Background: an optimization exercise with open tools, aiming at small area and a short achievable clock period. Do not read the settings as production practice.
Only simulation tests tie the RTL to the original design; equivalence was not proved.
Power figures rest on the tool's default switching activity, not on a simulated workload.

==> flow/design.v (outline; a module is shown in full before it is edited, if it fits) <==
// module alu_32_adder: 676 lines
// module alu_32_c_aoi21: 3 lines
// module alu_32_c_inv: 3 lines
// module alu_32_c_majn: 3 lines
// module alu_32_c_nand2: 3 lines
// module alu_32_c_nor2: 3 lines
// module alu_32_c_oai21: 3 lines
// module alu_32_c_xnor2: 3 lines
// module alu_32_c_xor2: 3 lines
// module alu_32_mx: 9 lines
// module alu_32_x2: 8 lines
// module alu_32_fa: 11 lines
// module alu_32_ha: 10 lines
// module alu_32_bsel: 13 lines
// module alu_32_bmux: 10 lines
// module alu_32_han: 10 lines
// module alu_32: 1517 lines
module alu_32
(
  input  logic              clk,
  input  logic              rst,
  input  logic [2:0]        ALU_OP,
  input  logic [alu_32_pkg::DATA_W-1:0] A,
  input  logic [alu_32_pkg::DATA_W-1:0] B,
  input  logic              C_I,
  output logic [alu_32_pkg::DATA_W-1:0] R,
  output logic              C_O
);
  // ...
==> flow/flow/run.sh <==
#!/bin/bash
# Layout flow: the standard synthesis, then every combinational cell set to the
# smallest drive of its family (the layout's repair steps size up again where
# timing, slew or capacitance need it), then the standard layout steps with
# small port buffers. Each step's full output goes to a log file here.
set -euo pipefail
R=$PWD/orfs/results/$FLOW_PLATFORM/alu_32/base
LIB=$FLOW_HOME/platforms/$FLOW_PLATFORM/lib/sky130_fd_sc_hd__tt_025C_1v80.lib
EXTRA=()
[[ -f flow/extra.txt ]] && mapfile -t EXTRA < <(grep -v '^#' flow/extra.txt | grep .)
bash standard.sh "${EXTRA[@]}" "$R/1_2_yosys.v" > synth.log 2>&1
cp "$R/1_2_yosys.v" yosys_std.v
python3 flow/downsize.py "$LIB" yosys_std.v "$R/1_2_yosys.v" > downsize.log 2>&1
bash standard.sh "${EXTRA[@]}" finish > layout.log 2>&1
==> flow/flow/downsize.py <==
#!/usr/bin/env python3
"""Rewrite a mapped netlist so each combinational cell uses the smallest-area
variant of its cell family (same name without the _N drive suffix, same pins).
Flip-flops are left alone. The layout's repair steps upsize again where timing,
slew or capacitance need it.
usage: downsize.py LIBERTY NETLIST_IN NETLIST_OUT [dont_use ...]"""
import re
import sys

lib, src, dst = sys.argv[1:4]
dont = set(sys.argv[4:])
area = {}
pins = {}
cur = None
for line in open(lib):
    m = re.match(r'\s*cell\s*\(\s*"?([\w]+)"?\s*\)', line)
    if m:
        cur = m.group(1)
        pins[cur] = set()
        continue
    m = re.match(r'\s*area\s*:\s*([\d.]+)', line)
    if m and cur and cur not in area:
        area[cur] = float(m.group(1))
    m = re.match(r'\s*pin\s*\(\s*"?(\w+)"?\s*\)', line)
    if m and cur:
        pins[cur].add(m.group(1))

fam = {}
for c in area:
    m = re.match(r'(sky130_fd_sc_hd__\w+?)_(\d+)$', c)
    if m and c not in dont:
        fam.setdefault(m.group(1), []).append(c)

seq = re.compile(r'sky130_fd_sc_hd__(df|dl|sdf|edf|lpflow|probe|clkdly|dly|tap|fill|decap|conb)')
best = {}
for f, cs in fam.items():
    if seq.match(f):
        continue
    for c in cs:
        cands = [x for x in cs if pins[x] == pins[c]]
        best[c] = min(cands, key=lambda x: (area[x], x))

txt = open(src).read()
count = {}


def sub(m):
    c = m.group(1)
    b = best.get(c, c)
    if b != c:
        count[(c, b)] = count.get((c, b), 0) + 1
    return b + m.group(2)


txt = re.sub(r'\b(sky130_fd_sc_hd__\w+)(\s+[\\\w$.\[\]]+\s*\()', sub, txt)
open(dst, 'w').write(txt)
for (c, b), n in sorted(count.items()):
    print(f"{n:5d} {c} -> {b}")
==> flow/flow/extra.txt <==
# extra ORFS make variables, one per line
BUFFER_PORTS_ARGS=-buffer_cell sky130_fd_sc_hd__buf_2
REMOVE_ABC_BUFFERS=1
==> flow/standard.sh <==
#!/bin/bash
# synth_recipe.tcl (not shown) runs the flow's synth.tcl, then flattens the netlist and writes it again
# the make line also repeats each setting of config.mk as NAME=value (left out here)
make -C /OpenROAD-flow-scripts/flow DESIGN_CONFIG=/design/flow/config.mk WORK_HOME=/design/flow/orfs CLKGATE_MAP_FILE= SYNTH_SCRIPT=/design/flow/synth_recipe.tcl "${@:-finish}"
==> flow/config.mk <==
export PLATFORM = sky130hd
export DESIGN_NAME = alu_32
export DESIGN_NICKNAME = alu_32
export VERILOG_FILES = /design/flow/design.v
export SDC_FILE = /design/flow/constraint.sdc
export NUM_CORES = 4
export LEC_CHECK = 0
export CAP_MARGIN = 20
export CORE_MARGIN = 2
export CORE_UTILIZATION = 50
export SETUP_SLACK_MARGIN = 3.25
export SLEW_MARGIN = 20
export SYNTH_HIERARCHICAL = 1
export SYNTH_MINIMUM_KEEP_SIZE = 0
export TNS_END_PERCENT = 0
==> flow/constraint.sdc <==
create_clock -name core_clock -period 11.0 [get_ports {clk}]
set_input_delay 2.2000 -clock core_clock [delete_from_list [all_inputs] [get_ports {clk}]]
set_output_delay 2.2000 -clock core_clock [all_outputs]
set_load 0.01 [all_outputs]
==> metrics.cfg, run 1 <==
[clock_tree]
path_clk_slew_ns = 0.05
holdBufCountCts = 0
clockRootBuffer = clkbuf_16
clock_sinks = 33

[sta]
worst-slew-pin-transition_ns = 0.909
fin_crit_ns = 7.55
finalWorstSetupSlack_ns = 3.45
slew_headroom_pct = 39.4
setup_viol_count_final = 0
tns_ns = 0
finalHoldViolations = 0
rsz0062_at_grt = true

[floorplanning]
die_area_um2 = 30900
n_tap_cell = 384
core-area_um2 = 28900

[setup_path]
path_cells = clkbuf_4 -> xor2_1 -> buf_4 -> a22oi_1 -> xnor2_1 -> ha_1 -> fa_1 -> fa_1 -> fa_1 -> fa_1 -> fa_1 -> nor2_1 -> a21oi_2 -> nor2_1 -> nor2_1 -> nand2_1 -> nor2_1 -> nand2_1 -> o21ai_1 -> mux2_1
critical_path_depth = 20
slowest_delay_ns = 0.52

[power_and_ir_drop]
seq_power_w = 0.000169
powerClk_w = 0.000173
vdd_drop_max_mv = 0.307
p_total_w = 0.00443

[layout]
area_delta_synth_final_pct = 11.5
dominant_cells = multi-input gates
multiInputGateArea_um2 = 13800
final_common_cell = xnor2_1
clkbuf_count = 7
final_area_um2 = 16500
fillers = 2709
num-nonclk-buffers = 164
seq_area_share_pct = 4.01

[global_route]
use_met2_pct = 58.2
grt_pass1_vias = 13900
antenna_found_initial = 3
grt_max_degree = 50
busiest_layer = met2

[yosys]
yosysWarnings = 8
netlist_area_um2 = 14800

[route]
avgViaCountPerCell = 6.40
drc = 0

[status]
outcome = no timing/DRC/antenna violations

[hold_path]
min_path_type = in -> reg

==> run 2: changes to the inputs <==
--- a/flow/config.mk
+++ b/flow/config.mk
@@ -7,7 +7,7 @@
 export LEC_CHECK = 0
 export CAP_MARGIN = 20
 export CORE_MARGIN = 2
-export CORE_UTILIZATION = 50
+export CORE_UTILIZATION = 35
 export SETUP_SLACK_MARGIN = 3.25
 export SLEW_MARGIN = 20
 export SYNTH_HIERARCHICAL = 1
==> run 2 against run 1 <==
Against the previous run: clock power down 17%; flip-flop and latch count unchanged; synthesized area unchanged; non-clock buffer count up 9; worst setup slack worse by 0.034 ns; critical path type unchanged; synthesized cell count unchanged; still clean on timing, DRC and antenna; cell area up 1.3%; via count up 1.8%.
==> metrics.cfg, run 2 <==
[power_and_ir_drop]
p_sw_w = 0.00230  ; was 0.00242 W
pwr-share-comb_pct = 92.5  ; was 92.3%
cellPowerDensity_nw_per_um2 = 252  ; was 269 nW/um2
vdd_drop_max_mv = 0.304  ; was 0.307 mV
seqPwrFrac_pct = 4.1  ; was 3.8%
p_sw_share_pct = 54.7  ; was 54.6%
clkPwrFrac_pct = 3.4  ; was 3.9%
leakage_nw = 5.95  ; was 5.93 nW
p_int_w = 0.00190  ; was 0.00201 W

[route]
dr.pass1.iters = 7  ; was 8
wl_per_cell_um = 24.6  ; was 25.3 um
avgViaCountPerCell = 6.04  ; was 6.40
drt_iter0_markers = 1678  ; was 1,521
drc = 0  ; unchanged
wl_mm = 56.9  ; was 54.1 mm
antenna_left = 0  ; unchanged
vias = 13900  ; was 13,700

[layout]
final-seq-area_um2 = 661  ; unchanged
top_register = r_q  ; unchanged
layout_common_cells = xnor2_1 (333), a22oi_1 (275), fa_1 (224), nand2_1 (160), nor2_1 (142)  ; was xnor2_1 (330), a22oi_1 (276), fa_1 (224), nand2_1 (159), nor2_1 (141)
top_regs = r_q (32), c_q (1)  ; unchanged
final_cells = 2309  ; was 2,142
fillers = 4142  ; was 2,709
layout-drive-gt1-share_pct = 12.7  ; was 12.5%
final_common_cell = xnor2_1  ; unchanged
largest_register_ffs = 32  ; unchanged
multiInputGateArea_um2 = 13800  ; about the same
area_delta_synth_final_pct = 13.0  ; was 11.5%
finalNetCount = 2092  ; was 2,082

[run]
cap_violations = 0  ; unchanged

[placement]
gp_routability_congestion = 0.930  ; was 0.948
placed_cells = 2271  ; was 2,117
hpwlAfterDp_mm = 38.7  ; was 38.4 mm
port_buffers = 102  ; unchanged

[global_route]
track_usage_pct = 25.0  ; was 35.0%
antenna_found_initial = 3  ; unchanged
overflow = 0  ; unchanged
grt_pass1_vias = 14100  ; was 13,900
grt_pass1_wl_mm = 83.9  ; was 82.3 mm
grt_max_degree = 51  ; was 50

[floorplanning]
core-area_um2 = 41800  ; was 28,900 um2
die_area_um2 = 43800  ; was 30,900 um2
die_y_um = 209  ; was 176 um
die_w_um = 209  ; was 176 um
rows = 75  ; was 62
start_util_pct = 35.3  ; was 51.1%
io_pins = 103  ; unchanged

[clock_tree]
clockBufferDepth = 2  ; unchanged
clockRootBuffer = clkbuf_16  ; unchanged
cts_tree = yes  ; unchanged
clock_sinks = 33  ; unchanged
path_clk_slew_ns = 0.05  ; about the same
cts_buffers = 5  ; unchanged
holdBufCountCts = 0  ; unchanged
h-tree-depth = 2  ; unchanged

[setup_path]
crit_top_cell = fa_1  ; unchanged
crit_slowest_cell = fa_1  ; unchanged
crit_path_start_kind = primary input  ; unchanged
path_class = in -> reg  ; unchanged
cp_data_arrival_time_ns = 7.76  ; was 7.72 ns
crit_fanout = 17  ; was 19
startpoint = B[1]  ; was B[13]
cp-end-kind = register  ; unchanged
crit_path_end = r_q[0]  ; was c_q
cp.required_ns = 11.18  ; was 11.17 ns
slowest_delay_ns = 0.50  ; was 0.52 ns

[yosys]
yosysWarnings = 8  ; unchanged
synth_cells = 1732  ; unchanged
netlist_area_um2 = 14800  ; unchanged
avgSynthCellArea_um2 = 8.52  ; unchanged

[sta]
fmax_ghz = 0.132  ; about the same
setup_viol_count_final = 0  ; unchanged
rsz0062_at_grt = true  ; unchanged
fin_crit_ns = 7.58  ; was 7.55 ns
finalMaxSlewViolations = 0  ; unchanged
slew_headroom_pct = 39.7  ; was 39.4%
tns_ns = 0  ; unchanged
post-route-period-util_pct = 68.9  ; was 68.6%
finalHoldViolations = 0  ; unchanged
worst-slew-pin-transition_ns = 0.904  ; was 0.909 ns

[hold_path]
hold-path-cell-count = 4  ; unchanged
min_path_type = in -> reg  ; unchanged

[status]
outcome = no timing/DRC/antenna violations  ; unchanged

==> run 2: worst min path at each step <==
stage / startpoint / end / slack (ns)
after floorplan: ALU_OP[0] / r_q[0] / 2.40
after global placement: r_q[29] / R[29] / 2.60
after detailed placement: r_q[24] / R[24] / 2.60
after CTS: rst / r_q[0] / 2.31
after global routing: rst / r_q[0] / 2.35
final: rst / r_q[0] / 2.32
==> run 2: layout make-up <==
cell class,count,area share (%)
clock buffer,6,0.773
multi-input combinational,1526,82.7
timing repair buffer,173,7.81
clock inverter,2,0.0600
inverter,28,0.630
antenna,2,0.0300
sequential,33,3.96
tap,539,4.04
==> run 2: worst max-delay path: cells and delay by family <==
kind / cells / cell delay (ns)
AO/OA/AOI/OAI: 7 / 1.11
adder cells (fa/ha/maj): 5 / 2.36
XOR/XNOR: 2 / 0.52
AND/OR/NAND/NOR: 7 / 0.76
buffers and inverters: 4 / 0.76
==> run 2: metrics by stage <==
| step | total power [W] | util, % | area [um2] | hold slack [ns] | worst slack (ns) |
|---|---|---|---|---|---|
| 6_report | 0.00421 | 39.9 | 16700 | 2.32 | 3.42 |
| 5_1_grt | 0.00469 | 39.9 | 16700 | 2.35 | 3.25 |
| 4_1_cts | 0.00413 | 38.7 | 16200 | 2.31 | 3.22 |
| 3_5_place_dp | 0.00395 | 37.9 | 15800 | 2.60 | 2.06 |
| 3_3_place_gp | 0.00390 | 37.9 | 15800 | 2.60 | 1.98 |
| 2_1_floorplan | 0.00280 | - | 14200 | 2.40 | 2.39 |
==> run 2: timing repair <==
action | CTS | global route
cloned | 1 | 6
endpoints found under the setup margin | 11 | 12
pin swaps | 2 | 9
resized for setup | 28 | 61
buffers inserted | 6 | 15
==> run 2: power groups by stage <==
stage / combinational (W) / sequential, W / clock, W
after floorplan: 0.00261 / 0.000194 / 0
after detailed placement: 0.00377 / 0.000174 / 0
after global placement: 0.00373 / 0.000172 / 0
after CTS: 0.00381 / 0.000171 / 0.000147
after global routing: 0.00436 / 0.000174 / 0.000152
final: 0.00389 / 0.000171 / 0.000144
==> run 2: layer usage <==
| layer | up-vias | track usage (%) | part of all wire [%] |
|---|---|---|---|
| met5 | - | 0 | 0 |
| met1 | 6864 | 32.4 | 40 |
| met4 | 0 | 11.1 | 4.3 |
| li1 | 6032 | - | - |
| met3 | 165 | 7.09 | 11 |
| met2 | 888 | 39.0 | 44 |
==> run 3: changes to the inputs <==
--- a/flow/config.mk
+++ b/flow/config.mk
@@ -7,7 +7,7 @@
 export LEC_CHECK = 0
 export CAP_MARGIN = 20
 export CORE_MARGIN = 2
-export CORE_UTILIZATION = 35
+export CORE_UTILIZATION = 40
 export SETUP_SLACK_MARGIN = 3.25
 export SLEW_MARGIN = 20
 export SYNTH_HIERARCHICAL = 1
==> run 3 against run 2 <==
Against the previous run: non-clock buffer count decreased by 4; first-iteration DRC count increased by 1.8%; clock power increased by 4%; sequential share of layout area increased by 0.054 points; total power increased by 1.4%; flip-flop and latch count unchanged; synthesized cell count unchanged; critical path type unchanged; largest power group unchanged; sequential power about the same; fmax increased by 1.1%; cell count decreased by 3.4%; count of clock-buffer cells in the layout increased by 1; still clean; utilization increased by 5.2 points.
==> metrics.cfg, run 3 <==
[status]
outcome = no timing/DRC/antenna violations  ; unchanged

[power_and_ir_drop]
vdd_drop_max_mv = 0.227  ; was 0.304 mV
leakage_nw = 5.88  ; was 5.95 nW
cellPowerDensity_nw_per_um2 = 259  ; was 252 nW/um2
p_total_w = 0.00426  ; was 0.00421 W

[global_route]
use_met2_pct = 45.0  ; was 39.0%
busiest_layer = met2  ; unchanged
grtUsageMet1_pct = 38.0  ; was 32.4%
track_usage_pct = 28.0  ; was 25.0%
antenna_found_initial = 2  ; was 3
overflow = 0  ; unchanged
grtUsageMet3_pct = 4.90  ; was 7.09%
grt_pass1_vias = 13500  ; was 14,100
grt_pass1_wl_mm = 82.3  ; was 83.9 mm
grt_max_degree = 57  ; was 51

[setup_path]
cp.required_ns = 11.19  ; was 11.18 ns
crit_path_start_kind = primary input  ; unchanged
cp_data_arrival_time_ns = 7.69  ; was 7.76 ns
crit_fanout = 27  ; was 17
crit_path_end = r_q[0]  ; unchanged
startpoint = B[3]  ; was B[1]
path_class = in -> reg  ; unchanged
cp-end-kind = register  ; unchanged

[route]
wl_mm = 55.3  ; was 56.9 mm
dr.pass1.iters = 8  ; was 7
avgViaCountPerCell = 6.17  ; was 6.04
antenna_left = 0  ; unchanged
drc = 0  ; unchanged
vias = 13800  ; was 13,900
drt_iter0_markers = 1709  ; was 1,678
wl_per_cell_um = 24.8  ; was 24.6 um

[placement]
placed_cells = 2195  ; was 2,271
hpwlAfterDp_mm = 38.2  ; was 38.7 mm
gp_routability_congestion = 0.932  ; was 0.930
dpl_cell_area_um2 = 15700  ; was 15,800 um2
port_buffers = 102  ; unchanged

[hold_path]
min_path_type = in -> reg  ; unchanged

[floorplanning]
die_w_um = 196  ; was 209 um
io_pins = 103  ; unchanged
die_area_um2 = 38500  ; was 43,800 um2
rows = 70  ; was 75
die_y_um = 196  ; was 209 um
core-area_um2 = 36400  ; was 41,800 um2
start_util_pct = 40.5  ; was 35.3%

[yosys]
yosysWarnings = 8  ; unchanged
netlist_area_um2 = 14800  ; unchanged
synth_cells = 1732  ; unchanged
avgSynthCellArea_um2 = 8.52  ; unchanged

[clock_tree]
cts_buffers = 5  ; unchanged
clockRootBuffer = clkbuf_16  ; unchanged
h-tree-depth = 2  ; unchanged
path_clk_slew_ns = 0.05  ; about the same
clockBufferDepth = 2  ; unchanged
clock_sinks = 33  ; unchanged
cts_tree = yes  ; unchanged

[layout]
layout-drive-gt1-share_pct = 12.3  ; was 12.7%
fin_util_pct = 45.2  ; was 39.9%
area_delta_synth_final_pct = 11.5  ; was 13.0%
final_area_um2 = 16500  ; was 16,700 um2
top_register = r_q  ; unchanged
largest_register_ffs = 32  ; unchanged
antenna_cells = 0  ; was 2
top_regs = r_q (32), c_q (1)  ; unchanged
multiInputGateArea_um2 = 13800  ; about the same
final_cells = 2230  ; was 2,309
finalNetCount = 2087  ; was 2,092
final_common_cell = xnor2_1  ; unchanged
layout_common_cells = xnor2_1 (334), a22oi_1 (276), fa_1 (225), nand2_1 (160), nor2_1 (143)  ; was xnor2_1 (333), a22oi_1 (275), fa_1 (224), nand2_1 (160), nor2_1 (142)
fillers = 3651  ; was 4,142
final-seq-area_um2 = 661  ; unchanged

[sta]
fin_crit_ns = 7.50  ; was 7.58 ns
worst-slew-pin-transition_ns = 0.963  ; was 0.904 ns
finalMaxSlewViolations = 0  ; unchanged
post-route-period-util_pct = 68.2  ; was 68.9%
tns_ns = 0  ; unchanged
fmax_ghz = 0.133  ; was 0.132 GHz
rsz0062_at_grt = true  ; unchanged
setup_viol_count_final = 0  ; unchanged
slew_headroom_pct = 35.8  ; was 39.7%
finalHoldViolations = 0  ; unchanged

[run]
cap_violations = 0  ; unchanged

-- run 3: area by class of cell --
type	count	share of cell area [%]
clock buffer	7	0.867
inverter	28	0.639
multi-input combinational	1525	83.7
sequential	33	4.01
tap	468	3.56
timing repair buffer	169	7.25
-- run 3: through the flow --
| stage | hold WS, ns | setup WS, ns |
|---|---|---|
| 2_1_floorplan | 2.40 | 2.39 |
| 3_3_place_gp | 2.60 | 2.26 |
| 3_5_place_dp | 2.59 | 2.26 |
| 4_1_cts | 2.29 | 3.24 |
| 5_1_grt | 2.33 | 3.20 |
| 6_report | 2.30 | 3.50 |
-- run 3: worst min-delay path by stage --
stage               cells after the start  slack, ns     end  startpoint
floorplan                               3       2.40  r_q[0]   ALU_OP[0]
global placement                        1       2.60   R[27]     r_q[27]
detailed placement                      1       2.59    R[6]      r_q[6]
CTS                                     4       2.29  r_q[0]         rst
global route                            4       2.33  r_q[0]         rst
finish                                  4       2.30  r_q[0]         rst
-- run 3: critical path: stages --
cell and delay (ns):
buf_8 0.26, nand2_1 0.15, o21ai_4 0.22, buf_6 0.23, a22oi_1 0.11, xnor2_1 0.21
fa_1 0.45, fa_1 0.45, fa_1 0.40, fa_1 0.46, fa_1 0.50, nor2_1 0.05
a21oi_1 0.28, nor2_1 0.14, nor2_2 0.25, nand2_1 0.12, nor2_2 0.30, inv_1 0.16
nor2_1 0.13, a21oi_1 0.08, xnor2_1 0.17, nand2b_1 0.15, o211ai_1 0.09, nand2_1 0.06
-- run 3: repair_timing --
item                                    in CTS  in global routing
pin swaps                                    3                 13
setup buffers                                5                 20
resized for setup                           30                 69
hold buffers                                 0                  0
endpoints found under the setup margin      12                 10
cloned                                       0                  3
-- run 3: layer usage --
layer	wire length, um	vias up
li1	-	6012
met1	22700	6808
met2	25100	804
met3	5420	134
met4	2050	2
met5	8	-
-- run 3: report_power, final --
| part | total, W | internal [W] | leakage (nW) | switching (W) |
|---|---|---|---|---|
| Clock | 0.000150 | 0.0000892 | 0.0700 | 0.0000612 |
| Combinational | 0.00394 | 0.00168 | 5.53 | 0.00226 |
| Sequential | 0.000170 | 0.000161 | 0.274 | 0.00000902 |

static timing again, ports no longer ideal:
The results above use ideal ports. As a check the final layouts listed here were re-extracted and re-timed, cells and wires unchanged.
Step 1: set_driving_cell puts a clkbuf_16 on clk and a buf_2 on each other input, an assumption about the parent block.
Step 2 also shifts input and output timing later by t, the mid clock arrival at the registers, as if the neighbouring blocks saw the same clock.
Three values: no drivers, after step 1, after step 2; two values: the first two.
| run | t (ns) | setup WS [ns] | hold slack, ns |
|---|---|---|---|
| run 1 | 0.336 | 3.452 / 3.453 / 3.118 | 2.333 / 2.315 / 2.608 |
| run 2 | 0.338 | 3.418 / 3.434 / 3.096 | 2.318 / 2.293 / 2.604 |
| run 3 | 0.343 | 3.500 / 3.484 / 3.141 | 2.298 / 2.275 / 2.603 |
After both steps every run listed still meets setup and hold. For run 3, which loses most, drivers alone change the setup slack by -0.016 ns; drivers and shift together by -0.359 ns.
